What follows belongs to an exercise in optimizing a design on an open flow for small area, a short achievable clock period and few clock cycles per item; a production flow would make more cautious choices. Function was checked by simulation only, so behaviour that the tests miss may differ from the original.

**flow/run.sh**
```bash
#!/bin/bash
# The standard layout, with the port buffers taken from buf_1 instead of the
# cell buffer_ports picks by default (a larger, slower delay cell). Timing
# repair still resizes any of them that limit timing.
set -euo pipefail
export BUFFER_PORTS_ARGS="-buffer_cell sky130_fd_sc_hd__buf_1"
bash standard.sh > standard.log 2>&1
```
**standard.sh**
```bash
#!/bin/bash
# synth_recipe.tcl (not shown) runs the flow's synth.tcl, then flattens the netlist and writes it again
# the make line also repeats each setting of config.mk as NAME=value (left out here)
make -C /OpenROAD-flow-scripts/flow DESIGN_CONFIG=/design/flow/config.mk WORK_HOME=/design/flow/orfs CLKGATE_MAP_FILE= SYNTH_SCRIPT=/design/flow/synth_recipe.tcl "${@:-finish}"
```
**config.mk**
```make
export PLATFORM = sky130hd
export DESIGN_NAME = nn_mac_array
export DESIGN_NICKNAME = nn_mac_array
export VERILOG_FILES = /design/flow/design.v
export SDC_FILE = /design/flow/constraint.sdc
export NUM_CORES = 4
export LEC_CHECK = 0
export CAP_MARGIN = 20
export CORE_MARGIN = 2
export CORE_UTILIZATION = 40
export CTS_BUF_LIST = sky130_fd_sc_hd__clkbuf_16
export CTS_CLUSTER_DIAMETER = 70
export CTS_CLUSTER_SIZE = 32
export SETUP_SLACK_MARGIN = 4.35
export SLEW_MARGIN = 20
```
**constraint.sdc**
```tcl
create_clock -name core_clock -period 8.0 [get_ports {clk}]
set_input_delay 1.6000 -clock core_clock [delete_from_list [all_inputs] [get_ports {clk}]]
set_output_delay 1.6000 -clock core_clock [all_outputs]
set_load 0.01 [all_outputs]
```
**design.v**
```verilog
module nn_mac_array #(
    parameter int LANES  = 4,
    parameter int DWIDTH = 16,
    parameter int FRAC   = 8,
    parameter int AWIDTH = 40,
    parameter int CWIDTH = 16
) (
    input  logic                    clk,
    input  logic                    rst_n,
    input  logic                    s_valid,
    output logic                    s_ready,
    input  logic                    s_last,
    input  logic [DWIDTH-1:0]       s_x,
    input  logic [LANES*DWIDTH-1:0] s_w,
    input  logic [LANES*DWIDTH-1:0] s_bias,
    input  logic                    relu_en,
    output logic                    m_valid,
    input  logic                    m_ready,
    output logic [LANES*DWIDTH-1:0] m_data,
    output logic [LANES-1:0]        m_ovf,
    output logic [CWIDTH-1:0]       m_count,
    output logic                    busy
);
    localparam logic [AWIDTH-1:0] M0 = 40'h7fffffff;
    localparam logic [AWIDTH-1:0] M1 = 40'h7ffffffd;
    localparam logic [AWIDTH-1:0] K0 = 40'hff80000000;
    localparam logic [AWIDTH-1:0] K1 = 40'h0;
    localparam logic [AWIDTH-1:0] RND = AWIDTH'(1) << (FRAC-1);
    logic s_hs;
    assign s_hs = s_valid & s_ready;
    assign busy = ~s_ready;
    logic [7:0]              enc_one, enc_two, enc_neg;
    logic [7:0]              x_one, x_two, x_neg;
    logic [7:0]              x_one_n, x_two_n, x_neg_n;
    logic [LANES*DWIDTH-1:0] w0;
    logic [DWIDTH-1:0]       b0 [LANES];
    logic                    bc0 [LANES];
    logic                    v0, l0, relu0;
    always_comb begin
        for (int j = 0; j < 8; j++) begin
            logic lo, mid, hi;
            lo  = (j == 0) ? 1'b0 : s_x[2*j-1];
            mid = s_x[2*j];
            hi  = s_x[2*j+1];
            enc_one[j] = s_hs & (mid ^ lo);
            enc_two[j] = s_hs & ((hi & ~mid & ~lo) | (~hi & mid & lo));
            enc_neg[j] = s_hs & hi;
        end
    end
    always_ff @(posedge clk) begin
        x_one   <= enc_one;
        x_two   <= enc_two;
        x_neg   <= enc_neg;
        x_one_n <= ~enc_one;
        x_two_n <= ~enc_two;
        x_neg_n <= ~enc_neg;
        w0      <= s_w;
        for (int i = 0; i < LANES; i++) begin
            logic [DWIDTH-1:0] bg;
            logic [5:0]        mid;
            bg     = (s_hs & s_last) ? s_bias[i*DWIDTH +: DWIDTH] : '0;
            mid    = {1'b0, bg[10:6]} + {5'b0, enc_neg[7]};
            b0[i]  <= {bg[15:11], mid[4:0], bg[5:0]};
            bc0[i] <= mid[5];
        end
        l0    <= s_last;
        relu0 <= relu_en;
    end
    logic                v1, l1, relu1;
    logic [AWIDTH-1:0]   t0_q [LANES];
    logic [AWIDTH-1:0]   t1_q [LANES];
    for (genvar i = 0; i < LANES; i++) begin : g_tree
        logic [AWIDTH-1:0] t0, t1;
        nn_mac_lane_tree u_tree (
            .one (i[0] ? ~x_one_n : x_one),
            .two (i[0] ? ~x_two_n : x_two),
            .neg (i[0] ? ~x_neg_n : x_neg),
            .w   (w0[i*DWIDTH +: DWIDTH]),
            .b   (b0[i]),
            .bc  (bc0[i]),
            .r0  (t0),
            .r1  (t1)
        );
        always_ff @(posedge clk) begin
            t0_q[i] <= t0;
            t1_q[i] <= t1;
        end
    end
    always_ff @(posedge clk) begin
        l1    <= l0;
        relu1 <= relu0;
    end
    logic                a_fin, a_init, a_relu;
    logic [CWIDTH-1:0]   a_cnt;
    logic [AWIDTH-1:0]   acc_q [LANES];
    logic                fin, out_free, done, relu_f;
    logic [CWIDTH-1:0]   cnt_f;
    logic [AWIDTH-1:0]   sum [LANES];
    logic [LANES-1:0]    all0, all1;
    assign fin      = (v1 & l1) | a_fin;         
    assign out_free = ~m_valid;
    assign done     = fin & out_free;             
    assign relu_f   = v1 ? relu1 : a_relu;
    assign cnt_f    = v1 ? (a_cnt + {{(CWIDTH-1){1'b0}}, ~&a_cnt}) : a_cnt;
    logic [AWIDTH-1:0] add_a [LANES];
    logic [AWIDTH-1:0] add_b [LANES];
    logic [AWIDTH-1:0] add_s [LANES];
    for (genvar i = 0; i < LANES; i++) begin : g_add
        logic [AWIDTH-1:0] y0, y1;
        assign y0       = (t0_q[i] & M0) | K0;
        assign y1       = (t1_q[i] & M1) | K1;
        assign add_a[i] = acc_q[i] ^ y0 ^ y1;
        assign add_b[i] = ((acc_q[i] & y0) | (acc_q[i] & y1) | (y0 & y1)) << 1;
        nn_mac_add u_add (.a(add_a[i]), .b(add_b[i]), .s(add_s[i]));
    end
    always_comb begin
        for (int i = 0; i < LANES; i++) begin
            logic [AWIDTH-1:0] p, q;
            p      = add_a[i];
            q      = add_b[i];
            sum[i] = add_s[i];
            begin
                logic ok0, ok1;
                ok0 = 1'b1;
                ok1 = 1'b1;
                for (int k = FRAC+DWIDTH; k < AWIDTH; k++) begin
                    ok0 &= ~((p[k] ^ q[k]) ^ (p[k-1] | q[k-1]));
                    ok1 &=  ((p[k] ^ q[k]) ^ (p[k-1] & q[k-1]));
                end
                all0[i] = ok0 & ~sum[i][FRAC+DWIDTH-1];
                all1[i] = ok1 &  sum[i][FRAC+DWIDTH-1];
            end
        end
    end
    always_ff @(posedge clk) begin
        a_relu <= relu_f;
        a_cnt  <= (done | a_init) ? '0 : cnt_f;
        for (int i = 0; i < LANES; i++)
            acc_q[i] <= (done | a_init) ? RND : sum[i];
    end
    always_ff @(posedge clk) begin
        if (done) begin
            m_count <= cnt_f;
            for (int i = 0; i < LANES; i++) begin
                logic ovf, neg;
                logic [DWIDTH-1:0] r;
                ovf = ~(all0[i] | all1[i]);
                neg = sum[i][AWIDTH-1];
                r   = ovf ? {neg, {(DWIDTH-1){~neg}}} : sum[i][FRAC +: DWIDTH];
                if (relu_f && r[DWIDTH-1]) r = '0;
                m_data[i*DWIDTH +: DWIDTH] <= r;
                m_ovf[i] <= ovf;
            end
        end
    end
    logic       a_fin_d, m_valid_d;
    logic [2:0] closed_d;
    assign a_fin_d   = fin & ~out_free;
    assign m_valid_d = done | (m_valid & ~m_ready);
    assign closed_d  = {2'b0, s_hs & s_last} + {2'b0, v0 & l0} + {2'b0, a_fin_d} + {2'b0, m_valid_d};
    always_ff @(posedge clk or negedge rst_n) begin
        if (!rst_n) begin
            s_ready <= 1'b0;
            v0      <= 1'b0;
            v1      <= 1'b0;
            a_fin   <= 1'b0;
            a_init  <= 1'b1;
            m_valid <= 1'b0;
        end else begin
            s_ready <= (closed_d <= 3'd1);
            v0      <= s_hs;
            v1      <= v0;
            a_fin   <= a_fin_d;
            a_init  <= 1'b0;
            m_valid <= m_valid_d;
        end
    end
endmodule
module nn_mac_lane_tree (
    input  logic [7:0]  one, two, neg,
    input  logic [15:0] w,
    input  logic [15:0] b,
    input  logic        bc,
    output logic [39:0] r0, r1
);
    wire pp1 = (one[0] & w[0]) ^ neg[0];
    wire pp2 = ((one[0] & w[1]) | (two[0] & w[0])) ^ neg[0];
    wire pp3 = ((one[0] & w[2]) | (two[0] & w[1])) ^ neg[0];
    wire pp4 = ((one[0] & w[3]) | (two[0] & w[2])) ^ neg[0];
    wire pp5 = ((one[0] & w[4]) | (two[0] & w[3])) ^ neg[0];
    wire pp6 = ((one[0] & w[5]) | (two[0] & w[4])) ^ neg[0];
    wire pp7 = ((one[0] & w[6]) | (two[0] & w[5])) ^ neg[0];
    wire pp8 = ((one[0] & w[7]) | (two[0] & w[6])) ^ neg[0];
    wire pp9 = ((one[0] & w[8]) | (two[0] & w[7])) ^ neg[0];
    wire pp10 = ((one[0] & w[9]) | (two[0] & w[8])) ^ neg[0];
    wire pp11 = ((one[0] & w[10]) | (two[0] & w[9])) ^ neg[0];
    wire pp12 = ((one[0] & w[11]) | (two[0] & w[10])) ^ neg[0];
    wire pp13 = ((one[0] & w[12]) | (two[0] & w[11])) ^ neg[0];
    wire pp14 = ((one[0] & w[13]) | (two[0] & w[12])) ^ neg[0];
    wire pp15 = ((one[0] & w[14]) | (two[0] & w[13])) ^ neg[0];
    wire pp16 = ((one[0] & w[15]) | (two[0] & w[14])) ^ neg[0];
    wire pp17 = ((one[0] | two[0]) & w[15]) ^ neg[0];
    wire pn18 = ~pp17;
    wire pp19 = (one[1] & w[0]) ^ neg[1];
    wire pp20 = ((one[1] & w[1]) | (two[1] & w[0])) ^ neg[1];
    wire pp21 = ((one[1] & w[2]) | (two[1] & w[1])) ^ neg[1];
    wire pp22 = ((one[1] & w[3]) | (two[1] & w[2])) ^ neg[1];
    wire pp23 = ((one[1] & w[4]) | (two[1] & w[3])) ^ neg[1];
    wire pp24 = ((one[1] & w[5]) | (two[1] & w[4])) ^ neg[1];
    wire pp25 = ((one[1] & w[6]) | (two[1] & w[5])) ^ neg[1];
    wire pp26 = ((one[1] & w[7]) | (two[1] & w[6])) ^ neg[1];
    wire pp27 = ((one[1] & w[8]) | (two[1] & w[7])) ^ neg[1];
    wire pp28 = ((one[1] & w[9]) | (two[1] & w[8])) ^ neg[1];
    wire pp29 = ((one[1] & w[10]) | (two[1] & w[9])) ^ neg[1];
    wire pp30 = ((one[1] & w[11]) | (two[1] & w[10])) ^ neg[1];
    wire pp31 = ((one[1] & w[12]) | (two[1] & w[11])) ^ neg[1];
    wire pp32 = ((one[1] & w[13]) | (two[1] & w[12])) ^ neg[1];
    wire pp33 = ((one[1] & w[14]) | (two[1] & w[13])) ^ neg[1];
    wire pp34 = ((one[1] & w[15]) | (two[1] & w[14])) ^ neg[1];
    wire pp35 = ~(((one[1] | two[1]) & w[15]) ^ neg[1]);
    wire pp36 = (one[2] & w[0]) ^ neg[2];
    wire pp37 = ((one[2] & w[1]) | (two[2] & w[0])) ^ neg[2];
    wire pp38 = ((one[2] & w[2]) | (two[2] & w[1])) ^ neg[2];
    wire pp39 = ((one[2] & w[3]) | (two[2] & w[2])) ^ neg[2];
    wire pp40 = ((one[2] & w[4]) | (two[2] & w[3])) ^ neg[2];
    wire pp41 = ((one[2] & w[5]) | (two[2] & w[4])) ^ neg[2];
    wire pp42 = ((one[2] & w[6]) | (two[2] & w[5])) ^ neg[2];
    wire pp43 = ((one[2] & w[7]) | (two[2] & w[6])) ^ neg[2];
    wire pp44 = ((one[2] & w[8]) | (two[2] & w[7])) ^ neg[2];
    wire pp45 = ((one[2] & w[9]) | (two[2] & w[8])) ^ neg[2];
    wire pp46 = ((one[2] & w[10]) | (two[2] & w[9])) ^ neg[2];
    wire pp47 = ((one[2] & w[11]) | (two[2] & w[10])) ^ neg[2];
    wire pp48 = ((one[2] & w[12]) | (two[2] & w[11])) ^ neg[2];
    wire pp49 = ((one[2] & w[13]) | (two[2] & w[12])) ^ neg[2];
    wire pp50 = ((one[2] & w[14]) | (two[2] & w[13])) ^ neg[2];
    wire pp51 = ((one[2] & w[15]) | (two[2] & w[14])) ^ neg[2];
    wire pp52 = ~(((one[2] | two[2]) & w[15]) ^ neg[2]);
    wire pp53 = (one[3] & w[0]) ^ neg[3];
    wire pp54 = ((one[3] & w[1]) | (two[3] & w[0])) ^ neg[3];
    wire pp55 = ((one[3] & w[2]) | (two[3] & w[1])) ^ neg[3];
    wire pp56 = ((one[3] & w[3]) | (two[3] & w[2])) ^ neg[3];
    wire pp57 = ((one[3] & w[4]) | (two[3] & w[3])) ^ neg[3];
    wire pp58 = ((one[3] & w[5]) | (two[3] & w[4])) ^ neg[3];
    wire pp59 = ((one[3] & w[6]) | (two[3] & w[5])) ^ neg[3];
    wire pp60 = ((one[3] & w[7]) | (two[3] & w[6])) ^ neg[3];
    wire pp61 = ((one[3] & w[8]) | (two[3] & w[7])) ^ neg[3];
    wire pp62 = ((one[3] & w[9]) | (two[3] & w[8])) ^ neg[3];
    wire pp63 = ((one[3] & w[10]) | (two[3] & w[9])) ^ neg[3];
    wire pp64 = ((one[3] & w[11]) | (two[3] & w[10])) ^ neg[3];
    wire pp65 = ((one[3] & w[12]) | (two[3] & w[11])) ^ neg[3];
    wire pp66 = ((one[3] & w[13]) | (two[3] & w[12])) ^ neg[3];
    wire pp67 = ((one[3] & w[14]) | (two[3] & w[13])) ^ neg[3];
    wire pp68 = ((one[3] & w[15]) | (two[3] & w[14])) ^ neg[3];
    wire pp69 = ~(((one[3] | two[3]) & w[15]) ^ neg[3]);
    wire pp70 = (one[4] & w[0]) ^ neg[4];
    wire pp71 = ((one[4] & w[1]) | (two[4] & w[0])) ^ neg[4];
    wire pp72 = ((one[4] & w[2]) | (two[4] & w[1])) ^ neg[4];
    wire pp73 = ((one[4] & w[3]) | (two[4] & w[2])) ^ neg[4];
    wire pp74 = ((one[4] & w[4]) | (two[4] & w[3])) ^ neg[4];
    wire pp75 = ((one[4] & w[5]) | (two[4] & w[4])) ^ neg[4];
    wire pp76 = ((one[4] & w[6]) | (two[4] & w[5])) ^ neg[4];
    wire pp77 = ((one[4] & w[7]) | (two[4] & w[6])) ^ neg[4];
    wire pp78 = ((one[4] & w[8]) | (two[4] & w[7])) ^ neg[4];
    wire pp79 = ((one[4] & w[9]) | (two[4] & w[8])) ^ neg[4];
    wire pp80 = ((one[4] & w[10]) | (two[4] & w[9])) ^ neg[4];
    wire pp81 = ((one[4] & w[11]) | (two[4] & w[10])) ^ neg[4];
    wire pp82 = ((one[4] & w[12]) | (two[4] & w[11])) ^ neg[4];
    wire pp83 = ((one[4] & w[13]) | (two[4] & w[12])) ^ neg[4];
    wire pp84 = ((one[4] & w[14]) | (two[4] & w[13])) ^ neg[4];
    wire pp85 = ((one[4] & w[15]) | (two[4] & w[14])) ^ neg[4];
    wire pp86 = ~(((one[4] | two[4]) & w[15]) ^ neg[4]);
    wire pp87 = (one[5] & w[0]) ^ neg[5];
    wire pp88 = ((one[5] & w[1]) | (two[5] & w[0])) ^ neg[5];
    wire pp89 = ((one[5] & w[2]) | (two[5] & w[1])) ^ neg[5];
    wire pp90 = ((one[5] & w[3]) | (two[5] & w[2])) ^ neg[5];
    wire pp91 = ((one[5] & w[4]) | (two[5] & w[3])) ^ neg[5];
    wire pp92 = ((one[5] & w[5]) | (two[5] & w[4])) ^ neg[5];
    wire pp93 = ((one[5] & w[6]) | (two[5] & w[5])) ^ neg[5];
    wire pp94 = ((one[5] & w[7]) | (two[5] & w[6])) ^ neg[5];
    wire pp95 = ((one[5] & w[8]) | (two[5] & w[7])) ^ neg[5];
    wire pp96 = ((one[5] & w[9]) | (two[5] & w[8])) ^ neg[5];
    wire pp97 = ((one[5] & w[10]) | (two[5] & w[9])) ^ neg[5];
    wire pp98 = ((one[5] & w[11]) | (two[5] & w[10])) ^ neg[5];
    wire pp99 = ((one[5] & w[12]) | (two[5] & w[11])) ^ neg[5];
    wire pp100 = ((one[5] & w[13]) | (two[5] & w[12])) ^ neg[5];
    wire pp101 = ((one[5] & w[14]) | (two[5] & w[13])) ^ neg[5];
    wire pp102 = ((one[5] & w[15]) | (two[5] & w[14])) ^ neg[5];
    wire pp103 = ~(((one[5] | two[5]) & w[15]) ^ neg[5]);
    wire pp104 = (one[6] & w[0]) ^ neg[6];
    wire pp105 = ((one[6] & w[1]) | (two[6] & w[0])) ^ neg[6];
    wire pp106 = ((one[6] & w[2]) | (two[6] & w[1])) ^ neg[6];
    wire pp107 = ((one[6] & w[3]) | (two[6] & w[2])) ^ neg[6];
    wire pp108 = ((one[6] & w[4]) | (two[6] & w[3])) ^ neg[6];
    wire pp109 = ((one[6] & w[5]) | (two[6] & w[4])) ^ neg[6];
    wire pp110 = ((one[6] & w[6]) | (two[6] & w[5])) ^ neg[6];
    wire pp111 = ((one[6] & w[7]) | (two[6] & w[6])) ^ neg[6];
    wire pp112 = ((one[6] & w[8]) | (two[6] & w[7])) ^ neg[6];
    wire pp113 = ((one[6] & w[9]) | (two[6] & w[8])) ^ neg[6];
    wire pp114 = ((one[6] & w[10]) | (two[6] & w[9])) ^ neg[6];
    wire pp115 = ((one[6] & w[11]) | (two[6] & w[10])) ^ neg[6];
    wire pp116 = ((one[6] & w[12]) | (two[6] & w[11])) ^ neg[6];
    wire pp117 = ((one[6] & w[13]) | (two[6] & w[12])) ^ neg[6];
    wire pp118 = ((one[6] & w[14]) | (two[6] & w[13])) ^ neg[6];
    wire pp119 = ((one[6] & w[15]) | (two[6] & w[14])) ^ neg[6];
    wire pp120 = ~(((one[6] | two[6]) & w[15]) ^ neg[6]);
    wire pp121 = (one[7] & w[0]) ^ neg[7];
    wire pp122 = ((one[7] & w[1]) | (two[7] & w[0])) ^ neg[7];
    wire pp123 = ((one[7] & w[2]) | (two[7] & w[1])) ^ neg[7];
    wire pp124 = ((one[7] & w[3]) | (two[7] & w[2])) ^ neg[7];
    wire pp125 = ((one[7] & w[4]) | (two[7] & w[3])) ^ neg[7];
    wire pp126 = ((one[7] & w[5]) | (two[7] & w[4])) ^ neg[7];
    wire pp127 = ((one[7] & w[6]) | (two[7] & w[5])) ^ neg[7];
    wire pp128 = ((one[7] & w[7]) | (two[7] & w[6])) ^ neg[7];
    wire pp129 = ((one[7] & w[8]) | (two[7] & w[7])) ^ neg[7];
    wire pp130 = ((one[7] & w[9]) | (two[7] & w[8])) ^ neg[7];
    wire pp131 = ((one[7] & w[10]) | (two[7] & w[9])) ^ neg[7];
    wire pp132 = ((one[7] & w[11]) | (two[7] & w[10])) ^ neg[7];
    wire pp133 = ((one[7] & w[12]) | (two[7] & w[11])) ^ neg[7];
    wire pp134 = ((one[7] & w[13]) | (two[7] & w[12])) ^ neg[7];
    wire pp135 = ((one[7] & w[14]) | (two[7] & w[13])) ^ neg[7];
    wire pp136 = ((one[7] & w[15]) | (two[7] & w[14])) ^ neg[7];
    wire pp137 = ~(((one[7] | two[7]) & w[15]) ^ neg[7]);
    wire bn138 = ~b[15];
    wire hs139 = pp9 ^ pp25;
    wire hc140 = pp9 & pp25;
    wire hs141 = pp10 ^ pp26;
    wire hc142 = pp10 & pp26;
    wire ft143 = pp11 ^ pp27;
    wire fs144 = ft143 ^ pp42;
    wire fc145 = (pp11 & pp27) | (ft143 & pp42);
    wire hs146 = pp57 ^ pp72;
    wire hc147 = pp57 & pp72;
    wire ft148 = pp12 ^ pp28;
    wire fs149 = ft148 ^ pp43;
    wire fc150 = (pp12 & pp28) | (ft148 & pp43);
    wire hs151 = pp58 ^ pp73;
    wire hc152 = pp58 & pp73;
    wire ft153 = pp13 ^ pp29;
    wire fs154 = ft153 ^ pp44;
    wire fc155 = (pp13 & pp29) | (ft153 & pp44);
    wire ft156 = pp59 ^ pp74;
    wire fs157 = ft156 ^ pp89;
    wire fc158 = (pp59 & pp74) | (ft156 & pp89);
    wire hs159 = pp104 ^ neg[6];
    wire hc160 = pp104 & neg[6];
    wire ft161 = pp14 ^ pp30;
    wire fs162 = ft161 ^ pp45;
    wire fc163 = (pp14 & pp30) | (ft161 & pp45);
    wire ft164 = pp60 ^ pp75;
    wire fs165 = ft164 ^ pp90;
    wire fc166 = (pp60 & pp75) | (ft164 & pp90);
    wire hs167 = pp105 ^ b[5];
    wire hc168 = pp105 & b[5];
    wire ft169 = pp15 ^ pp31;
    wire fs170 = ft169 ^ pp46;
    wire fc171 = (pp15 & pp31) | (ft169 & pp46);
    wire ft172 = pp61 ^ pp76;
    wire fs173 = ft172 ^ pp91;
    wire fc174 = (pp61 & pp76) | (ft172 & pp91);
    wire ft175 = pp106 ^ pp121;
    wire fs176 = ft175 ^ b[6];
    wire fc177 = (pp106 & pp121) | (ft175 & b[6]);
    wire ft178 = pp16 ^ pp32;
    wire fs179 = ft178 ^ pp47;
    wire fc180 = (pp16 & pp32) | (ft178 & pp47);
    wire ft181 = pp62 ^ pp77;
    wire fs182 = ft181 ^ pp92;
    wire fc183 = (pp62 & pp77) | (ft181 & pp92);
    wire ft184 = pp107 ^ pp122;
    wire fs185 = ft184 ^ b[7];
    wire fc186 = (pp107 & pp122) | (ft184 & b[7]);
    wire ft187 = pp17 ^ pp33;
    wire fs188 = ft187 ^ pp48;
    wire fc189 = (pp17 & pp33) | (ft187 & pp48);
    wire ft190 = pp63 ^ pp78;
    wire fs191 = ft190 ^ pp93;
    wire fc192 = (pp63 & pp78) | (ft190 & pp93);
    wire ft193 = pp108 ^ pp123;
    wire fs194 = ft193 ^ b[8];
    wire fc195 = (pp108 & pp123) | (ft193 & b[8]);
    wire ft196 = pp17 ^ pp34;
    wire fs197 = ft196 ^ pp49;
    wire fc198 = (pp17 & pp34) | (ft196 & pp49);
    wire ft199 = pp64 ^ pp79;
    wire fs200 = ft199 ^ pp94;
    wire fc201 = (pp64 & pp79) | (ft199 & pp94);
    wire ft202 = pp109 ^ pp124;
    wire fs203 = ft202 ^ b[9];
    wire fc204 = (pp109 & pp124) | (ft202 & b[9]);
    wire ft205 = pn18 ^ pp35;
    wire fs206 = ft205 ^ pp50;
    wire fc207 = (pn18 & pp35) | (ft205 & pp50);
    wire ft208 = pp65 ^ pp80;
    wire fs209 = ft208 ^ pp95;
    wire fc210 = (pp65 & pp80) | (ft208 & pp95);
    wire ft211 = pp110 ^ pp125;
    wire fs212 = ft211 ^ b[10];
    wire fc213 = (pp110 & pp125) | (ft211 & b[10]);
    wire ft214 = pp51 ^ pp66;
    wire fs215 = ft214 ^ pp81;
    wire fc216 = (pp51 & pp66) | (ft214 & pp81);
    wire ft217 = pp96 ^ pp111;
    wire fs218 = ft217 ^ pp126;
    wire fc219 = (pp96 & pp111) | (ft217 & pp126);
    wire fs220 = ~(b[11] ^ bc);
    wire fc221 = b[11] | bc;
    wire ft222 = pp52 ^ pp67;
    wire fs223 = ft222 ^ pp82;
    wire fc224 = (pp52 & pp67) | (ft222 & pp82);
    wire ft225 = pp97 ^ pp112;
    wire fs226 = ft225 ^ pp127;
    wire fc227 = (pp97 & pp112) | (ft225 & pp127);
    wire ft228 = pp68 ^ pp83;
    wire fs229 = ft228 ^ pp98;
    wire fc230 = (pp68 & pp83) | (ft228 & pp98);
    wire hs231 = pp113 ^ pp128;
    wire hc232 = pp113 & pp128;
    wire ft233 = pp69 ^ pp84;
    wire fs234 = ft233 ^ pp99;
    wire fc235 = (pp69 & pp84) | (ft233 & pp99);
    wire hs236 = pp7 ^ pp23;
    wire hc237 = pp7 & pp23;
    wire hs238 = pp8 ^ pp24;
    wire hc239 = pp8 & pp24;
    wire ft240 = hs139 ^ pp40;
    wire fs241 = ft240 ^ pp55;
    wire fc242 = (hs139 & pp40) | (ft240 & pp55);
    wire hs243 = pp70 ^ neg[4];
    wire hc244 = pp70 & neg[4];
    wire ft245 = hs141 ^ pp41;
    wire fs246 = ft245 ^ pp56;
    wire fc247 = (hs141 & pp41) | (ft245 & pp56);
    wire ft248 = pp71 ^ b[1];
    wire fs249 = ft248 ^ hc140;
    wire fc250 = (pp71 & b[1]) | (ft248 & hc140);
    wire ft251 = fs144 ^ hs146;
    wire fs252 = ft251 ^ pp87;
    wire fc253 = (fs144 & hs146) | (ft251 & pp87);
    wire ft254 = neg[5] ^ b[2];
    wire fs255 = ft254 ^ hc142;
    wire fc256 = (neg[5] & b[2]) | (ft254 & hc142);
    wire ft257 = fs149 ^ hs151;
    wire fs258 = ft257 ^ pp88;
    wire fc259 = (fs149 & hs151) | (ft257 & pp88);
    wire ft260 = b[3] ^ fc145;
    wire fs261 = ft260 ^ hc147;
    wire fc262 = (b[3] & fc145) | (ft260 & hc147);
    wire ft263 = fs154 ^ fs157;
    wire fs264 = ft263 ^ hs159;
    wire fc265 = (fs154 & fs157) | (ft263 & hs159);
    wire ft266 = b[4] ^ fc150;
    wire fs267 = ft266 ^ hc152;
    wire fc268 = (b[4] & fc150) | (ft266 & hc152);
    wire ft269 = fs162 ^ fs165;
    wire fs270 = ft269 ^ hs167;
    wire fc271 = (fs162 & fs165) | (ft269 & hs167);
    wire ft272 = fc155 ^ fc158;
    wire fs273 = ft272 ^ hc160;
    wire fc274 = (fc155 & fc158) | (ft272 & hc160);
    wire ft275 = fs170 ^ fs173;
    wire fs276 = ft275 ^ fs176;
    wire fc277 = (fs170 & fs173) | (ft275 & fs176);
    wire ft278 = fc163 ^ fc166;
    wire fs279 = ft278 ^ hc168;
    wire fc280 = (fc163 & fc166) | (ft278 & hc168);
    wire ft281 = fs179 ^ fs182;
    wire fs282 = ft281 ^ fs185;
    wire fc283 = (fs179 & fs182) | (ft281 & fs185);
    wire ft284 = fc171 ^ fc174;
    wire fs285 = ft284 ^ fc177;
    wire fc286 = (fc171 & fc174) | (ft284 & fc177);
    wire ft287 = fs188 ^ fs191;
    wire fs288 = ft287 ^ fs194;
    wire fc289 = (fs188 & fs191) | (ft287 & fs194);
    wire ft290 = fc180 ^ fc183;
    wire fs291 = ft290 ^ fc186;
    wire fc292 = (fc180 & fc183) | (ft290 & fc186);
    wire ft293 = fs197 ^ fs200;
    wire fs294 = ft293 ^ fs203;
    wire fc295 = (fs197 & fs200) | (ft293 & fs203);
    wire ft296 = fc189 ^ fc192;
    wire fs297 = ft296 ^ fc195;
    wire fc298 = (fc189 & fc192) | (ft296 & fc195);
    wire ft299 = fs206 ^ fs209;
    wire fs300 = ft299 ^ fs212;
    wire fc301 = (fs206 & fs209) | (ft299 & fs212);
    wire ft302 = fc198 ^ fc201;
    wire fs303 = ft302 ^ fc204;
    wire fc304 = (fc198 & fc201) | (ft302 & fc204);
    wire ft305 = fs215 ^ fs218;
    wire fs306 = ft305 ^ fs220;
    wire fc307 = (fs215 & fs218) | (ft305 & fs220);
    wire ft308 = fc207 ^ fc210;
    wire fs309 = ft308 ^ fc213;
    wire fc310 = (fc207 & fc210) | (ft308 & fc213);
    wire ft311 = fs223 ^ fs226;
    wire fs312 = ft311 ^ b[12];
    wire fc313 = (fs223 & fs226) | (ft311 & b[12]);
    wire ft314 = fc216 ^ fc219;
    wire fs315 = ft314 ^ fc221;
    wire fc316 = (fc216 & fc219) | (ft314 & fc221);
    wire ft317 = fs229 ^ hs231;
    wire fs318 = ft317 ^ b[13];
    wire fc319 = (fs229 & hs231) | (ft317 & b[13]);
    wire fs320 = ~(fc224 ^ fc227);
    wire fc321 = fc224 | fc227;
    wire ft322 = fs234 ^ pp114;
    wire fs323 = ft322 ^ pp129;
    wire fc324 = (fs234 & pp114) | (ft322 & pp129);
    wire ft325 = b[14] ^ fc230;
    wire fs326 = ft325 ^ hc232;
    wire fc327 = (b[14] & fc230) | (ft325 & hc232);
    wire ft328 = pp85 ^ pp100;
    wire fs329 = ft328 ^ pp115;
    wire fc330 = (pp85 & pp100) | (ft328 & pp115);
    wire ft331 = pp130 ^ bn138;
    wire fs332 = ft331 ^ fc235;
    wire fc333 = (pp130 & bn138) | (ft331 & fc235);
    wire ft334 = pp86 ^ pp101;
    wire fs335 = ft334 ^ pp116;
    wire fc336 = (pp86 & pp101) | (ft334 & pp116);
    wire hs337 = pp102 ^ pp117;
    wire hc338 = pp102 & pp117;
    wire hs339 = pp5 ^ pp21;
    wire hc340 = pp5 & pp21;
    wire hs341 = pp6 ^ pp22;
    wire hc342 = pp6 & pp22;
    wire ft343 = hs236 ^ pp38;
    wire fs344 = ft343 ^ pp53;
    wire fc345 = (hs236 & pp38) | (ft343 & pp53);
    wire ft346 = hs238 ^ pp39;
    wire fs347 = ft346 ^ pp54;
    wire fc348 = (hs238 & pp39) | (ft346 & pp54);
    wire ft349 = fs241 ^ hs243;
    wire fs350 = ft349 ^ b[0];
    wire fc351 = (fs241 & hs243) | (ft349 & b[0]);
    wire ft352 = fs246 ^ fs249;
    wire fs353 = ft352 ^ fc242;
    wire fc354 = (fs246 & fs249) | (ft352 & fc242);
    wire ft355 = fs252 ^ fs255;
    wire fs356 = ft355 ^ fc247;
    wire fc357 = (fs252 & fs255) | (ft355 & fc247);
    wire ft358 = fs258 ^ fs261;
    wire fs359 = ft358 ^ fc253;
    wire fc360 = (fs258 & fs261) | (ft358 & fc253);
    wire ft361 = fs264 ^ fs267;
    wire fs362 = ft361 ^ fc259;
    wire fc363 = (fs264 & fs267) | (ft361 & fc259);
    wire ft364 = fs270 ^ fs273;
    wire fs365 = ft364 ^ fc265;
    wire fc366 = (fs270 & fs273) | (ft364 & fc265);
    wire ft367 = fs276 ^ fs279;
    wire fs368 = ft367 ^ fc271;
    wire fc369 = (fs276 & fs279) | (ft367 & fc271);
    wire ft370 = fs282 ^ fs285;
    wire fs371 = ft370 ^ fc277;
    wire fc372 = (fs282 & fs285) | (ft370 & fc277);
    wire ft373 = fs288 ^ fs291;
    wire fs374 = ft373 ^ fc283;
    wire fc375 = (fs288 & fs291) | (ft373 & fc283);
    wire ft376 = fs294 ^ fs297;
    wire fs377 = ft376 ^ fc289;
    wire fc378 = (fs294 & fs297) | (ft376 & fc289);
    wire ft379 = fs300 ^ fs303;
    wire fs380 = ft379 ^ fc295;
    wire fc381 = (fs300 & fs303) | (ft379 & fc295);
    wire ft382 = fs306 ^ fs309;
    wire fs383 = ft382 ^ fc301;
    wire fc384 = (fs306 & fs309) | (ft382 & fc301);
    wire ft385 = fs312 ^ fs315;
    wire fs386 = ft385 ^ fc307;
    wire fc387 = (fs312 & fs315) | (ft385 & fc307);
    wire ft388 = fs318 ^ fs320;
    wire fs389 = ft388 ^ fc313;
    wire fc390 = (fs318 & fs320) | (ft388 & fc313);
    wire ft391 = fs323 ^ fs326;
    wire fs392 = ft391 ^ fc319;
    wire fc393 = (fs323 & fs326) | (ft391 & fc319);
    wire ft394 = fs329 ^ fs332;
    wire fs395 = ft394 ^ fc324;
    wire fc396 = (fs329 & fs332) | (ft394 & fc324);
    wire ft397 = fs335 ^ pp131;
    wire fs398 = ft397 ^ fc330;
    wire fc399 = (fs335 & pp131) | (ft397 & fc330);
    wire ft400 = hs337 ^ pp132;
    wire fs401 = ft400 ^ fc336;
    wire fc402 = (hs337 & pp132) | (ft400 & fc336);
    wire ft403 = pp103 ^ pp118;
    wire fs404 = ft403 ^ pp133;
    wire fc405 = (pp103 & pp118) | (ft403 & pp133);
    wire hs406 = pp119 ^ pp134;
    wire hc407 = pp119 & pp134;
    wire hs408 = pp3 ^ pp19;
    wire hc409 = pp3 & pp19;
    wire hs410 = pp4 ^ pp20;
    wire hc411 = pp4 & pp20;
    wire ft412 = hs339 ^ pp36;
    wire fs413 = ft412 ^ neg[2];
    wire fc414 = (hs339 & pp36) | (ft412 & neg[2]);
    wire ft415 = hs341 ^ pp37;
    wire fs416 = ft415 ^ hc340;
    wire fc417 = (hs341 & pp37) | (ft415 & hc340);
    wire ft418 = fs344 ^ neg[3];
    wire fs419 = ft418 ^ hc342;
    wire fc420 = (fs344 & neg[3]) | (ft418 & hc342);
    wire ft421 = fs347 ^ hc237;
    wire fs422 = ft421 ^ fc345;
    wire fc423 = (fs347 & hc237) | (ft421 & fc345);
    wire ft424 = fs350 ^ hc239;
    wire fs425 = ft424 ^ fc348;
    wire fc426 = (fs350 & hc239) | (ft424 & fc348);
    wire ft427 = fs353 ^ hc244;
    wire fs428 = ft427 ^ fc351;
    wire fc429 = (fs353 & hc244) | (ft427 & fc351);
    wire ft430 = fs356 ^ fc250;
    wire fs431 = ft430 ^ fc354;
    wire fc432 = (fs356 & fc250) | (ft430 & fc354);
    wire ft433 = fs359 ^ fc256;
    wire fs434 = ft433 ^ fc357;
    wire fc435 = (fs359 & fc256) | (ft433 & fc357);
    wire ft436 = fs362 ^ fc262;
    wire fs437 = ft436 ^ fc360;
    wire fc438 = (fs362 & fc262) | (ft436 & fc360);
    wire ft439 = fs365 ^ fc268;
    wire fs440 = ft439 ^ fc363;
    wire fc441 = (fs365 & fc268) | (ft439 & fc363);
    wire ft442 = fs368 ^ fc274;
    wire fs443 = ft442 ^ fc366;
    wire fc444 = (fs368 & fc274) | (ft442 & fc366);
    wire ft445 = fs371 ^ fc280;
    wire fs446 = ft445 ^ fc369;
    wire fc447 = (fs371 & fc280) | (ft445 & fc369);
    wire ft448 = fs374 ^ fc286;
    wire fs449 = ft448 ^ fc372;
    wire fc450 = (fs374 & fc286) | (ft448 & fc372);
    wire ft451 = fs377 ^ fc292;
    wire fs452 = ft451 ^ fc375;
    wire fc453 = (fs377 & fc292) | (ft451 & fc375);
    wire ft454 = fs380 ^ fc298;
    wire fs455 = ft454 ^ fc378;
    wire fc456 = (fs380 & fc298) | (ft454 & fc378);
    wire ft457 = fs383 ^ fc304;
    wire fs458 = ft457 ^ fc381;
    wire fc459 = (fs383 & fc304) | (ft457 & fc381);
    wire ft460 = fs386 ^ fc310;
    wire fs461 = ft460 ^ fc384;
    wire fc462 = (fs386 & fc310) | (ft460 & fc384);
    wire ft463 = fs389 ^ fc316;
    wire fs464 = ft463 ^ fc387;
    wire fc465 = (fs389 & fc316) | (ft463 & fc387);
    wire ft466 = fs392 ^ fc321;
    wire fs467 = ft466 ^ fc390;
    wire fc468 = (fs392 & fc321) | (ft466 & fc390);
    wire ft469 = fs395 ^ fc327;
    wire fs470 = ft469 ^ fc393;
    wire fc471 = (fs395 & fc327) | (ft469 & fc393);
    wire ft472 = fs398 ^ fc333;
    wire fs473 = ft472 ^ fc396;
    wire fc474 = (fs398 & fc333) | (ft472 & fc396);
    wire fs475 = ~(fs401 ^ fc399);
    wire fc476 = fs401 | fc399;
    wire ft477 = fs404 ^ hc338;
    wire fs478 = ft477 ^ fc402;
    wire fc479 = (fs404 & hc338) | (ft477 & fc402);
    wire fs480 = ~(hs406 ^ fc405);
    wire fc481 = hs406 | fc405;
    wire ft482 = pp120 ^ pp135;
    wire fs483 = ft482 ^ hc407;
    wire fc484 = (pp120 & pp135) | (ft482 & hc407);
    wire fn485 = ~pp136;
    assign r0[0] = pp1;
    assign r0[1] = pp2;
    assign r0[2] = hs408;
    assign r0[3] = hs410;
    assign r0[4] = fs413;
    assign r0[5] = fs416;
    assign r0[6] = fs419;
    assign r0[7] = fs422;
    assign r0[8] = fs425;
    assign r0[9] = fs428;
    assign r0[10] = fs431;
    assign r0[11] = fs434;
    assign r0[12] = fs437;
    assign r0[13] = fs440;
    assign r0[14] = fs443;
    assign r0[15] = fs446;
    assign r0[16] = fs449;
    assign r0[17] = fs452;
    assign r0[18] = fs455;
    assign r0[19] = fs458;
    assign r0[20] = fs461;
    assign r0[21] = fs464;
    assign r0[22] = fs467;
    assign r0[23] = fs470;
    assign r0[24] = fs473;
    assign r0[25] = fs475;
    assign r0[26] = fs478;
    assign r0[27] = fs480;
    assign r0[28] = fs483;
    assign r0[29] = fn485;
    assign r0[30] = pp137;
    assign r0[31] = 1'b1;
    assign r0[32] = 1'b1;
    assign r0[33] = 1'b1;
    assign r0[34] = 1'b1;
    assign r0[35] = 1'b1;
    assign r0[36] = 1'b1;
    assign r0[37] = 1'b1;
    assign r0[38] = 1'b1;
    assign r0[39] = 1'b1;
    assign r1[0] = neg[0];
    assign r1[1] = 1'b0;
    assign r1[2] = neg[1];
    assign r1[3] = hc409;
    assign r1[4] = hc411;
    assign r1[5] = fc414;
    assign r1[6] = fc417;
    assign r1[7] = fc420;
    assign r1[8] = fc423;
    assign r1[9] = fc426;
    assign r1[10] = fc429;
    assign r1[11] = fc432;
    assign r1[12] = fc435;
    assign r1[13] = fc438;
    assign r1[14] = fc441;
    assign r1[15] = fc444;
    assign r1[16] = fc447;
    assign r1[17] = fc450;
    assign r1[18] = fc453;
    assign r1[19] = fc456;
    assign r1[20] = fc459;
    assign r1[21] = fc462;
    assign r1[22] = fc465;
    assign r1[23] = fc468;
    assign r1[24] = fc471;
    assign r1[25] = fc474;
    assign r1[26] = fc476;
    assign r1[27] = fc479;
    assign r1[28] = fc481;
    assign r1[29] = fc484;
    assign r1[30] = pp136;
    assign r1[31] = 1'b0;
    assign r1[32] = 1'b0;
    assign r1[33] = 1'b0;
    assign r1[34] = 1'b0;
    assign r1[35] = 1'b0;
    assign r1[36] = 1'b0;
    assign r1[37] = 1'b0;
    assign r1[38] = 1'b0;
    assign r1[39] = 1'b0;
endmodule
module nn_mac_add (
    input  logic [39:0] a, b,
    output logic [39:0] s
);
    logic [39:0] g0, p0;
    assign g0 = a & b;
    assign p0 = a ^ b;
    wire g1_1 = g0[1] | (p0[1] & g0[0]);
    wire g1_3 = g0[3] | (p0[3] & g0[2]);
    wire p1_3 = p0[3] & p0[2];
    wire g1_5 = g0[5] | (p0[5] & g0[4]);
    wire p1_5 = p0[5] & p0[4];
    wire g1_7 = g0[7] | (p0[7] & g0[6]);
    wire p1_7 = p0[7] & p0[6];
    wire g1_9 = g0[9] | (p0[9] & g0[8]);
    wire p1_9 = p0[9] & p0[8];
    wire g1_11 = g0[11] | (p0[11] & g0[10]);
    wire p1_11 = p0[11] & p0[10];
    wire g1_13 = g0[13] | (p0[13] & g0[12]);
    wire p1_13 = p0[13] & p0[12];
    wire g1_15 = g0[15] | (p0[15] & g0[14]);
    wire p1_15 = p0[15] & p0[14];
    wire g1_17 = g0[17] | (p0[17] & g0[16]);
    wire p1_17 = p0[17] & p0[16];
    wire g1_19 = g0[19] | (p0[19] & g0[18]);
    wire p1_19 = p0[19] & p0[18];
    wire g1_21 = g0[21] | (p0[21] & g0[20]);
    wire p1_21 = p0[21] & p0[20];
    wire g1_23 = g0[23] | (p0[23] & g0[22]);
    wire p1_23 = p0[23] & p0[22];
    wire g1_25 = g0[25] | (p0[25] & g0[24]);
    wire p1_25 = p0[25] & p0[24];
    wire g1_27 = g0[27] | (p0[27] & g0[26]);
    wire p1_27 = p0[27] & p0[26];
    wire g1_29 = g0[29] | (p0[29] & g0[28]);
    wire p1_29 = p0[29] & p0[28];
    wire g1_31 = g0[31] | (p0[31] & g0[30]);
    wire p1_31 = p0[31] & p0[30];
    wire g1_33 = g0[33] | (p0[33] & g0[32]);
    wire p1_33 = p0[33] & p0[32];
    wire g1_35 = g0[35] | (p0[35] & g0[34]);
    wire p1_35 = p0[35] & p0[34];
    wire g1_37 = g0[37] | (p0[37] & g0[36]);
    wire p1_37 = p0[37] & p0[36];
    wire g1_39 = g0[39] | (p0[39] & g0[38]);
    wire p1_39 = p0[39] & p0[38];
    wire g2_2 = g0[2] | (p0[2] & g1_1);
    wire g2_3 = g1_3 | (p1_3 & g1_1);
    wire g2_6 = g0[6] | (p0[6] & g1_5);
    wire p2_6 = p0[6] & p1_5;
    wire g2_7 = g1_7 | (p1_7 & g1_5);
    wire p2_7 = p1_7 & p1_5;
    wire g2_10 = g0[10] | (p0[10] & g1_9);
    wire p2_10 = p0[10] & p1_9;
    wire g2_11 = g1_11 | (p1_11 & g1_9);
    wire p2_11 = p1_11 & p1_9;
    wire g2_14 = g0[14] | (p0[14] & g1_13);
    wire p2_14 = p0[14] & p1_13;
    wire g2_15 = g1_15 | (p1_15 & g1_13);
    wire p2_15 = p1_15 & p1_13;
    wire g2_18 = g0[18] | (p0[18] & g1_17);
    wire p2_18 = p0[18] & p1_17;
    wire g2_19 = g1_19 | (p1_19 & g1_17);
    wire p2_19 = p1_19 & p1_17;
    wire g2_22 = g0[22] | (p0[22] & g1_21);
    wire p2_22 = p0[22] & p1_21;
    wire g2_23 = g1_23 | (p1_23 & g1_21);
    wire p2_23 = p1_23 & p1_21;
    wire g2_26 = g0[26] | (p0[26] & g1_25);
    wire p2_26 = p0[26] & p1_25;
    wire g2_27 = g1_27 | (p1_27 & g1_25);
    wire p2_27 = p1_27 & p1_25;
    wire g2_30 = g0[30] | (p0[30] & g1_29);
    wire p2_30 = p0[30] & p1_29;
    wire g2_31 = g1_31 | (p1_31 & g1_29);
    wire p2_31 = p1_31 & p1_29;
    wire g2_34 = g0[34] | (p0[34] & g1_33);
    wire p2_34 = p0[34] & p1_33;
    wire g2_35 = g1_35 | (p1_35 & g1_33);
    wire p2_35 = p1_35 & p1_33;
    wire g2_38 = g0[38] | (p0[38] & g1_37);
    wire p2_38 = p0[38] & p1_37;
    wire g2_39 = g1_39 | (p1_39 & g1_37);
    wire p2_39 = p1_39 & p1_37;
    wire g3_4 = g0[4] | (p0[4] & g2_3);
    wire g3_5 = g1_5 | (p1_5 & g2_3);
    wire g3_6 = g2_6 | (p2_6 & g2_3);
    wire g3_7 = g2_7 | (p2_7 & g2_3);
    wire g3_12 = g0[12] | (p0[12] & g2_11);
    wire p3_12 = p0[12] & p2_11;
    wire g3_13 = g1_13 | (p1_13 & g2_11);
    wire p3_13 = p1_13 & p2_11;
    wire g3_14 = g2_14 | (p2_14 & g2_11);
    wire p3_14 = p2_14 & p2_11;
    wire g3_15 = g2_15 | (p2_15 & g2_11);
    wire p3_15 = p2_15 & p2_11;
    wire g3_20 = g0[20] | (p0[20] & g2_19);
    wire p3_20 = p0[20] & p2_19;
    wire g3_21 = g1_21 | (p1_21 & g2_19);
    wire p3_21 = p1_21 & p2_19;
    wire g3_22 = g2_22 | (p2_22 & g2_19);
    wire p3_22 = p2_22 & p2_19;
    wire g3_23 = g2_23 | (p2_23 & g2_19);
    wire p3_23 = p2_23 & p2_19;
    wire g3_28 = g0[28] | (p0[28] & g2_27);
    wire p3_28 = p0[28] & p2_27;
    wire g3_29 = g1_29 | (p1_29 & g2_27);
    wire p3_29 = p1_29 & p2_27;
    wire g3_30 = g2_30 | (p2_30 & g2_27);
    wire p3_30 = p2_30 & p2_27;
    wire g3_31 = g2_31 | (p2_31 & g2_27);
    wire p3_31 = p2_31 & p2_27;
    wire g3_36 = g0[36] | (p0[36] & g2_35);
    wire p3_36 = p0[36] & p2_35;
    wire g3_37 = g1_37 | (p1_37 & g2_35);
    wire p3_37 = p1_37 & p2_35;
    wire g3_38 = g2_38 | (p2_38 & g2_35);
    wire p3_38 = p2_38 & p2_35;
    wire g3_39 = g2_39 | (p2_39 & g2_35);
    wire p3_39 = p2_39 & p2_35;
    wire g4_8 = g0[8] | (p0[8] & g3_7);
    wire g4_9 = g1_9 | (p1_9 & g3_7);
    wire g4_10 = g2_10 | (p2_10 & g3_7);
    wire g4_11 = g2_11 | (p2_11 & g3_7);
    wire g4_12 = g3_12 | (p3_12 & g3_7);
    wire g4_13 = g3_13 | (p3_13 & g3_7);
    wire g4_14 = g3_14 | (p3_14 & g3_7);
    wire g4_15 = g3_15 | (p3_15 & g3_7);
    wire g4_24 = g0[24] | (p0[24] & g3_23);
    wire p4_24 = p0[24] & p3_23;
    wire g4_25 = g1_25 | (p1_25 & g3_23);
    wire p4_25 = p1_25 & p3_23;
    wire g4_26 = g2_26 | (p2_26 & g3_23);
    wire p4_26 = p2_26 & p3_23;
    wire g4_27 = g2_27 | (p2_27 & g3_23);
    wire p4_27 = p2_27 & p3_23;
    wire g4_28 = g3_28 | (p3_28 & g3_23);
    wire p4_28 = p3_28 & p3_23;
    wire g4_29 = g3_29 | (p3_29 & g3_23);
    wire p4_29 = p3_29 & p3_23;
    wire g4_30 = g3_30 | (p3_30 & g3_23);
    wire p4_30 = p3_30 & p3_23;
    wire g4_31 = g3_31 | (p3_31 & g3_23);
    wire p4_31 = p3_31 & p3_23;
    wire g5_16 = g0[16] | (p0[16] & g4_15);
    wire g5_17 = g1_17 | (p1_17 & g4_15);
    wire g5_18 = g2_18 | (p2_18 & g4_15);
    wire g5_19 = g2_19 | (p2_19 & g4_15);
    wire g5_20 = g3_20 | (p3_20 & g4_15);
    wire g5_21 = g3_21 | (p3_21 & g4_15);
    wire g5_22 = g3_22 | (p3_22 & g4_15);
    wire g5_23 = g3_23 | (p3_23 & g4_15);
    wire g5_24 = g4_24 | (p4_24 & g4_15);
    wire g5_25 = g4_25 | (p4_25 & g4_15);
    wire g5_26 = g4_26 | (p4_26 & g4_15);
    wire g5_27 = g4_27 | (p4_27 & g4_15);
    wire g5_28 = g4_28 | (p4_28 & g4_15);
    wire g5_29 = g4_29 | (p4_29 & g4_15);
    wire g5_30 = g4_30 | (p4_30 & g4_15);
    wire g5_31 = g4_31 | (p4_31 & g4_15);
    wire g6_32 = g0[32] | (p0[32] & g5_31);
    wire g6_33 = g1_33 | (p1_33 & g5_31);
    wire g6_34 = g2_34 | (p2_34 & g5_31);
    wire g6_35 = g2_35 | (p2_35 & g5_31);
    wire g6_36 = g3_36 | (p3_36 & g5_31);
    wire g6_37 = g3_37 | (p3_37 & g5_31);
    wire g6_38 = g3_38 | (p3_38 & g5_31);
    wire g6_39 = g3_39 | (p3_39 & g5_31);
    assign s = p0 ^ {g6_38, g6_37, g6_36, g6_35, g6_34, g6_33, g6_32, g5_31, g5_30, g5_29, g5_28, g5_27, g5_26, g5_25, g5_24, g5_23, g5_22, g5_21, g5_20, g5_19, g5_18, g5_17, g5_16, g4_15, g4_14, g4_13, g4_12, g4_11, g4_10, g4_9, g4_8, g3_7, g3_6, g3_5, g3_4, g2_3, g2_2, g1_1, g0[0], 1'b0};
endmodule
```
==> results of run 1 <==
[flip-flops by register name (all words and copies together) (netlist names), 4 cells and up]
name      count
bc0           4
g_add.y0    124
m_count      16
m_data       64
x_one_n       8
x_one         8
m_ovf         4
a_cnt        16
acc_q       160
b0           64
x_neg_n       8
w0           64
x_neg         8
x_two         8
g_add.y1    116
x_two_n       8
[how the worst max path moves through the flow]
stage | end | from | slack (ns)
floorplan | m_data[12] | g_add[0].y1[2] | 4.35
global placement | m_data[45] | g_add[0].y1[2] | 3.76
detailed placement | m_data[36] | g_add[0].y1[2] | 3.57
CTS | m_data[3] | acc_q[0][4] | 4.31
global route | m_data[14] | acc_q[0][8] | 4.13
finish | m_data[31] | g_add[1].y0[20] | 4.26
[per-layer routing]
layer,vias up,track usage (%),share of wire (%)
met3,244,4.46,8.2
met5,-,0,0.052
met4,12,6.84,3.0
met2,1278,32.0,43
li1,15574,-,-
met1,16782,30.9,46
[metrics by stage]
step	instances	cell area, sq um	worst slack [ns]	hold slack, ns
3_3_place_gp	6339	51000	3.76	0.329
6_report	6526	55200	4.26	0.339
2_1_floorplan	4759	49000	4.35	0.310
3_5_place_dp	6339	51000	3.57	0.327
5_1_grt	6525	55200	4.13	0.344
4_1_cts	6478	54100	4.31	0.346
[layout by cell type, fill, tap and decap left out, types with 17 or more instances in the layout]
master / netlist / layout
a21o_1: 28 / 28
a21oi_1: 70 / 63
a22oi_1: 241 / 240
a31oi_1: 23 / 18
and2_1: 92 / 88
buf_1: 39 / 236
buf_4: 0 / 84
clkbuf_16: 0 / 59
dfxtp_1: 601 / 536
dfxtp_2: 0 / 49
edfxtp_1: 84 / 84
fa_1: 573 / 571
ha_1: 308 / 294
inv_1: 632 / 619
nand2_1: 150 / 148
nand2b_1: 21 / 21
nand3_1: 24 / 24
nand4_1: 38 / 38
nor2_1: 203 / 199
nor3_1: 19 / 17
o21ai_0: 104 / 77
o21ai_2: 11 / 31
o22ai_1: 244 / 242
xnor2_1: 452 / 447
xor2_1: 336 / 333
[logic make-up (layout without fill, tap and decap cells)]
family,Yosys count,after routing,synth area share [%]
AOI/OAI and AO/OA,797,798,10.8
DFF,691,691,30.0
and+or+nand+nor,630,632,6.22
other,1,2,0.00766
buffers and inverters,963,1101,7.41
xor gates and xnor gates,788,788,14.1
adders and majority gates,881,881,31.3
muxes,8,8,0.179
[worst max-delay path, cell delays in order, from the launching register on]
cell	delay, ns
dfxtp_1	0.40
fa_1	0.47
ha_1	0.37
a21o_1	0.22
a21o_1	0.22
a221oi_1	0.35
a21bo_2	0.31
a31oi_4	0.21
o311ai_4	0.13
a22o_1	0.23
o21ai_2	0.18
buf_12	0.19
nor3b_1	0.24
[final cells by class]
type | count | area [sq um]
Inverter | 638 | 2460
Clock buffer | 57 | 1430
Sequential cell | 691 | 14800
Timing Repair Buffer | 355 | 2080
Clock inverter | 51 | 812
Antenna cell | 1 | 2.50
Fill cell | 11569 | 66500
Multi-Input combinational cell | 3108 | 31600
Tap cell | 1625 | 2030
[synthesized netlist by cell type (all sizes together), types with 4 or more instances]
| cell | instances |
|---|---|
| a211oi | 10 |
| a21o | 28 |
| a21oi | 71 |
| a221oi | 5 |
| a22oi | 241 |
| a31o | 5 |
| a31oi | 23 |
| and2 | 92 |
| and3 | 14 |
| and4 | 4 |
| buf | 42 |
| clkbuf | 283 |
| dfrtp | 5 |
| dfxtp | 601 |
| edfxtp | 84 |
| fa | 573 |
| ha | 308 |
| inv | 635 |
| mux2 | 6 |
| nand2 | 151 |
| nand2b | 21 |
| nand3 | 24 |
| nand4 | 38 |
| nor2 | 203 |
| nor2b | 12 |
| nor3 | 19 |
| nor3b | 5 |
| nor4 | 17 |
| o21a | 14 |
| o21ai | 119 |
| o21bai | 12 |
| o22ai | 244 |
| or2 | 11 |
| or3 | 8 |
| xnor2 | 452 |
| xor2 | 336 |
[what timing repair did]
action,in CTS,in global routing
pin swaps,29,42
endpoints found under the hold margin,0,0
endpoints found under the setup margin,165,123
gates cloned,2,3
gates resized for setup,129,153
setup buffers,29,44
==> impl_metrics.yaml, run 1 <==
route:
  vias: 33890
  first_pass_iters: 6
  wl_per_cell_um: 20.8
  drc_errors: 0
  via_per_inst: 5.19
  antenna_left: 0
  drt_iter0_markers: 2672
  wl_um: 136000
sta:
  fin_tns_setup_ns: 0
  hold_viol: 0
  fin_skew_ns: 0.0558
  drv_slew: 0
  tightest_slew_ns: 0.926
  fin_crit_sh_pct: 46.8
  fmax_mhz: 267
  setup_viol: 0
  rsz0062_at_grt: "yes"
  slew_headroom_pct: 38.2
  post-route-min-period_ns: 3.74
synthesis:
  syn-num-nets: 5790
  avgSynthCellArea_sq_um: 10.3
  synth_edf_count: 84
  seq_area_frac_synth_pct: 30.0
  syn_area_sq_mm: 0.0490
  yosysTopAreaCellShare_pct: 24.6
  async_flop_share_pct: 0.868
  synth.distinct_cells: 71
  synth_area_leaders: "dfxtp_1 25%, fa_1 23%, xnor2_1 8.1%, ha_1 7.9%, xor2_1 6.0%"
  synth_ff_type: "dfxtp_1"
  synth_top_area_cell: "dfxtp_1"
  yosys_warnings: 18
  synth_cells: 4759
  ys_seq_elements: 691
hold_path:
  hp-class: "reg -> reg"
  worstHoldStart: "relu0"
  min_to: "relu1"
  hold-path-cell-count: 0
clock_tree:
  worstSkewPairLatency_ns: 0.72
  h-tree-depth: 2
  numCtsBuffers: 57
  cts_tree: "done"
  cts.root.buffer_cell: "clkbuf_16"
  postCtsHoldBufs: 0
  clkSinkCount: 691
  cts.clk_slew.worst_paths_ns: 0.08
  clock_path_buffers: 3
place:
  hpwl_um: 96400
  port_buffers: 236
  place.gp.congestion: 0.881
grt:
  grt_antenna_before_repair: 11
  grt_pass1_wl_um: 209000
  grtUsageTotal_pct: 21.4
  grt_pass1_vias: 35459
  gr-total-overflow: 0
  grt_max_degree: 63
final_layout:
  fin_util_pct: 45.4
  fin_nets: 5882
  syn2layout_area_growth_pct: 12.8
  drive_gt1_share_pct: 9.39
setup_path:
  r2r-end: "m_data[31]"
  cp-end-kind: "flop"
  path_max_fanout: 16
  required_ns: 8.50
  start_kind: "flop"
  critical_path_class: "reg -> reg"
  r2r_setup_slack_ns: 4.26
  r2r-start: "g_add[1].y0[20]"
  r2r_cells: 12
  worst_ep_arrival_time_ns: 4.24
job:
  cap_violations: 0
floorplan:
  die_w_um: 354
  rows: 128
  ios: 237
  fp.dieArea_sq_mm: 0.125
  core_area_sq_mm: 0.122
  start_util_pct: 40.2
  die_h_um: 354
outcome:
  status: "timing/DRC/antenna clean"
Testbench counts, summed over its fixed seeds: cycles 13,941, items 1,600.
==> run 2, diff against run 1 <==
--- a/config.mk
+++ b/config.mk
@@ -13,3 +13,4 @@
 export CTS_CLUSTER_SIZE = 32
-export SETUP_SLACK_MARGIN = 4.35
+export SETUP_SLACK_MARGIN = 4.2
 export SLEW_MARGIN = 20
+export TNS_END_PERCENT = 10
==> run 2 against run 1 <==
  * Largest cell class unchanged
  * Maximum frequency decreased by 2.7%
  * Area after synthesis unchanged
  * Design area decreased by 2.2%
  * Highest routed layer unchanged
  * Cell count decreased by 0.84%
==> impl_metrics.yaml, run 2 <==
outcome:
  status: "timing/DRC/antenna clean"
setup_path:
  crit_slowest_cell: "dfxtp_2"
  path_max_fanout: 34
  r2r_cells: 9
  worst_path_largest_cell_delay_ns: 0.96
  critical_path_class: "reg -> reg"
  r2r-end: "g_add[2].y0[20]"
  cp-end-kind: "flop"
  r2r_setup_slack_ns: 4.16
  required_ns: 8.62
  worst_ep_arrival_time_ns: 4.46
  path_common_cell: "fa_1"
  start_kind: "flop"
  r2r-start: "x_one[6]"
  cp_cell_sequence: "a22oi_1, xor2_1, fa_1, inv_1, fa_1, inv_1, fa_1, fa_1, inv_1"
final_layout:
  fin_util_pct: 44.4
  drive_gt1_share_pct: 6.44
  final_common_cell: "inv_1"
  largest_reg_flops: 160
  largest_register: "acc_q"
  layout_common_cells: "632 x inv_1, 573 x fa_1, 568 x dfxtp_1"
  syn2layout_area_growth_pct: 10.3
  fin_nets: 5827
floorplan:
  core_area_sq_mm: 0.122
  die_h_um: 354
  die_w_um: 354
  fp.dieArea_sq_mm: 0.125
  rows: 128
  start_util_pct: 40.2
  ios: 237
clock_tree:
  cts.root.buffer_cell: "clkbuf_16"
  clkSinkCount: 691
  clock_path_buffers: 3
  worstSkewPairLatency_ns: 0.72
  h-tree-depth: 2
  numCtsBuffers: 57
  cts.clk_slew.worst_paths_ns: 0.09
  cts_tree: "done"
synthesis:
  synthTopCellsByCount: "632 x inv_1, 601 x dfxtp_1, 573 x fa_1, 452 x xnor2_1, 336 x xor2_1"
  synth_most_common_cell: "inv_1"
  synth_area_leaders: "dfxtp_1 25%, fa_1 23%, xnor2_1 8.1%, ha_1 7.9%, xor2_1 6.0%"
  seq_area_frac_synth_pct: 30.0
  ys_seq_elements: 691
  synth.distinct_cells: 71
  synth_top_area_cell: "dfxtp_1"
  synth_cells: 4759
  avgSynthCellArea_sq_um: 10.3
  syn_area_sq_mm: 0.0490
  yosys_warnings: 18
  async_flop_share_pct: 0.868
  synth_ff_type: "dfxtp_1"
  yosysTopAreaCellShare_pct: 24.6
  syn-num-nets: 5790
  synth_edf_count: 84
route:
  drt-met1-wl_um: 62400
  drc_errors: 0
  wl_met3_um: 11800
  via_per_inst: 5.22
  vias: 33786
  highest_layer: "met5"
  antenna_left: 0
  drt_iter0_markers: 2743
  dr_wl_met2_um: 56600
  wl_per_cell_um: 20.8
  first_pass_iters: 7
  wl_um: 135000
sta:
  fin_skew_ns: 0.0546
  fin_crit_sh_pct: 48.0
  drv_slew: 0
  post-route-min-period_ns: 3.84
  rsz0062_at_grt: "yes"
  tightest_slew_ns: 1.36
  slew_headroom_pct: 8.36
  setup_viol: 0
  hold_viol: 0
  fin_tns_setup_ns: 0
  holdWs_ns: 0.358
  fmax_mhz: 260
place:
  port_buffers: 236
  place.gp.congestion: 0.855
  hpwl_um: 96100
grt:
  grt_pass1_vias: 34887
  grt_pass1_wl_um: 207000
  gr-total-overflow: 0
  grt_max_degree: 66
  grtUsageTotal_pct: 21.3
  grt_antenna_before_repair: 18
job:
  cap_violations: 0
hold_path:
  hold-path-cell-count: 0
  hp-class: "reg -> reg"
  worstHoldStart: "l0"
  min_to: "l1"
==> run 2: logic make-up (layout without fill, tap and decap cells) <==
group | Yosys count | in the layout | share of synthesized area [%]
adders and majority gates | 881 | 881 | 31.3
xor gates and xnor gates | 788 | 788 | 14.1
DFF | 691 | 691 | 30.0
buffers and inverters | 963 | 1047 | 7.41
AOI/OAI and AO/OA | 797 | 798 | 10.8
other | 1 | 2 | 0.00766
and+or+nand+nor | 630 | 631 | 6.22
muxes | 8 | 8 | 0.179
==> run 2: area by class of cell <==
cell class / count / area (sq um)
antenna: 1 / 2.50
sequential: 691 / 14800
clock buffer: 59 / 1480
inverter: 638 / 2410
fill: 11634 / 67700
multi-input combinational: 3107 / 31100
timing repair buffer: 301 / 1400
clock inverter: 49 / 822
tap: 1625 / 2030
==> run 2: critical path, delay by kind of cell (launching register included) <==
kind / cells / cell delay (ns)
DFF: 1 / 0.96
xor gates and xnor gates: 1 / 0.21
buffers and inverters: 3 / 0.16
AOI/OAI and AO/OA: 1 / 0.18
adders and majority gates: 4 / 2.20
==> run 2: how the worst max path moves through the flow <==
stage,startpoint,end,depth (start not counted)
global route,g_add[0].y1[2],m_data[47],13
finish,x_one[6],g_add[2].y0[20],9
global placement,g_add[0].y1[2],m_data[35],12
detailed placement,g_add[0].y1[2],m_data[42],12
CTS,g_add[0].y1[2],m_data[4],12
floorplan,x_neg[3],g_add[2].y0[12],10
==> run 2: routing by layer <==
layer | GRT usage [%] | vias up
met1 | 31.3 | 16677
met2 | 31.4 | 1405
met3 | 4.43 | 246
li1 | - | 15452
met4 | 6.30 | 6
met5 | 0 | -
==> run 2: what timing repair did <==
item / CTS / global route
endpoints found under the setup margin: 137 / 154
cloned: 0 / 2
gates resized for setup: 18 / 88
hold buffers: 0 / 0
pin swaps: 1 / 28
buffers inserted: 8 / 13
==> run 2: stage by stage <==
step	worst slack [ns]	cell area, sq um	cells
after floorplan	4.18	49000	4759
after global placement	3.62	51000	6339
after detailed placement	3.50	51000	6339
after CTS	3.93	53500	6455
after global routing	4.03	54000	6470
final	4.16	54000	6471

## what the ideal ports hide
How much do the figures lean on ideal ports? The routed layouts below were timed once more, with nothing changed but the port constraints. Step 1 sets driving cells, clkbuf_16 on the clock port and buf_2 on the other inputs (assumed; they add their load-dependent delay and slew). Step 2 also shifts input and output timing later by t, the mid clock arrival at the registers, as if the neighbouring blocks saw the same clock. Slacks: no drivers / after step 1 / after step 2; pairs: no drivers / after step 1.
run	t, ns	slack for setup (ns)	worst hold slack (ns)	clock arrival spread, ns	worst data-port slew with drivers (ns)
run 1	0.753	4.259 / 4.259 / 4.163	0.339 / 0.339 / 0.339	0.056 / 0.056	0.11
run 2	0.763	4.157 / 4.157 / 4.099	0.358 / 0.358 / 0.358	0.058 / 0.058	0.11
After both steps every run listed still meets setup and hold. The setup slack of run 1, which loses most, moves by 0.000 ns with the drivers and by -0.096 ns with both steps.
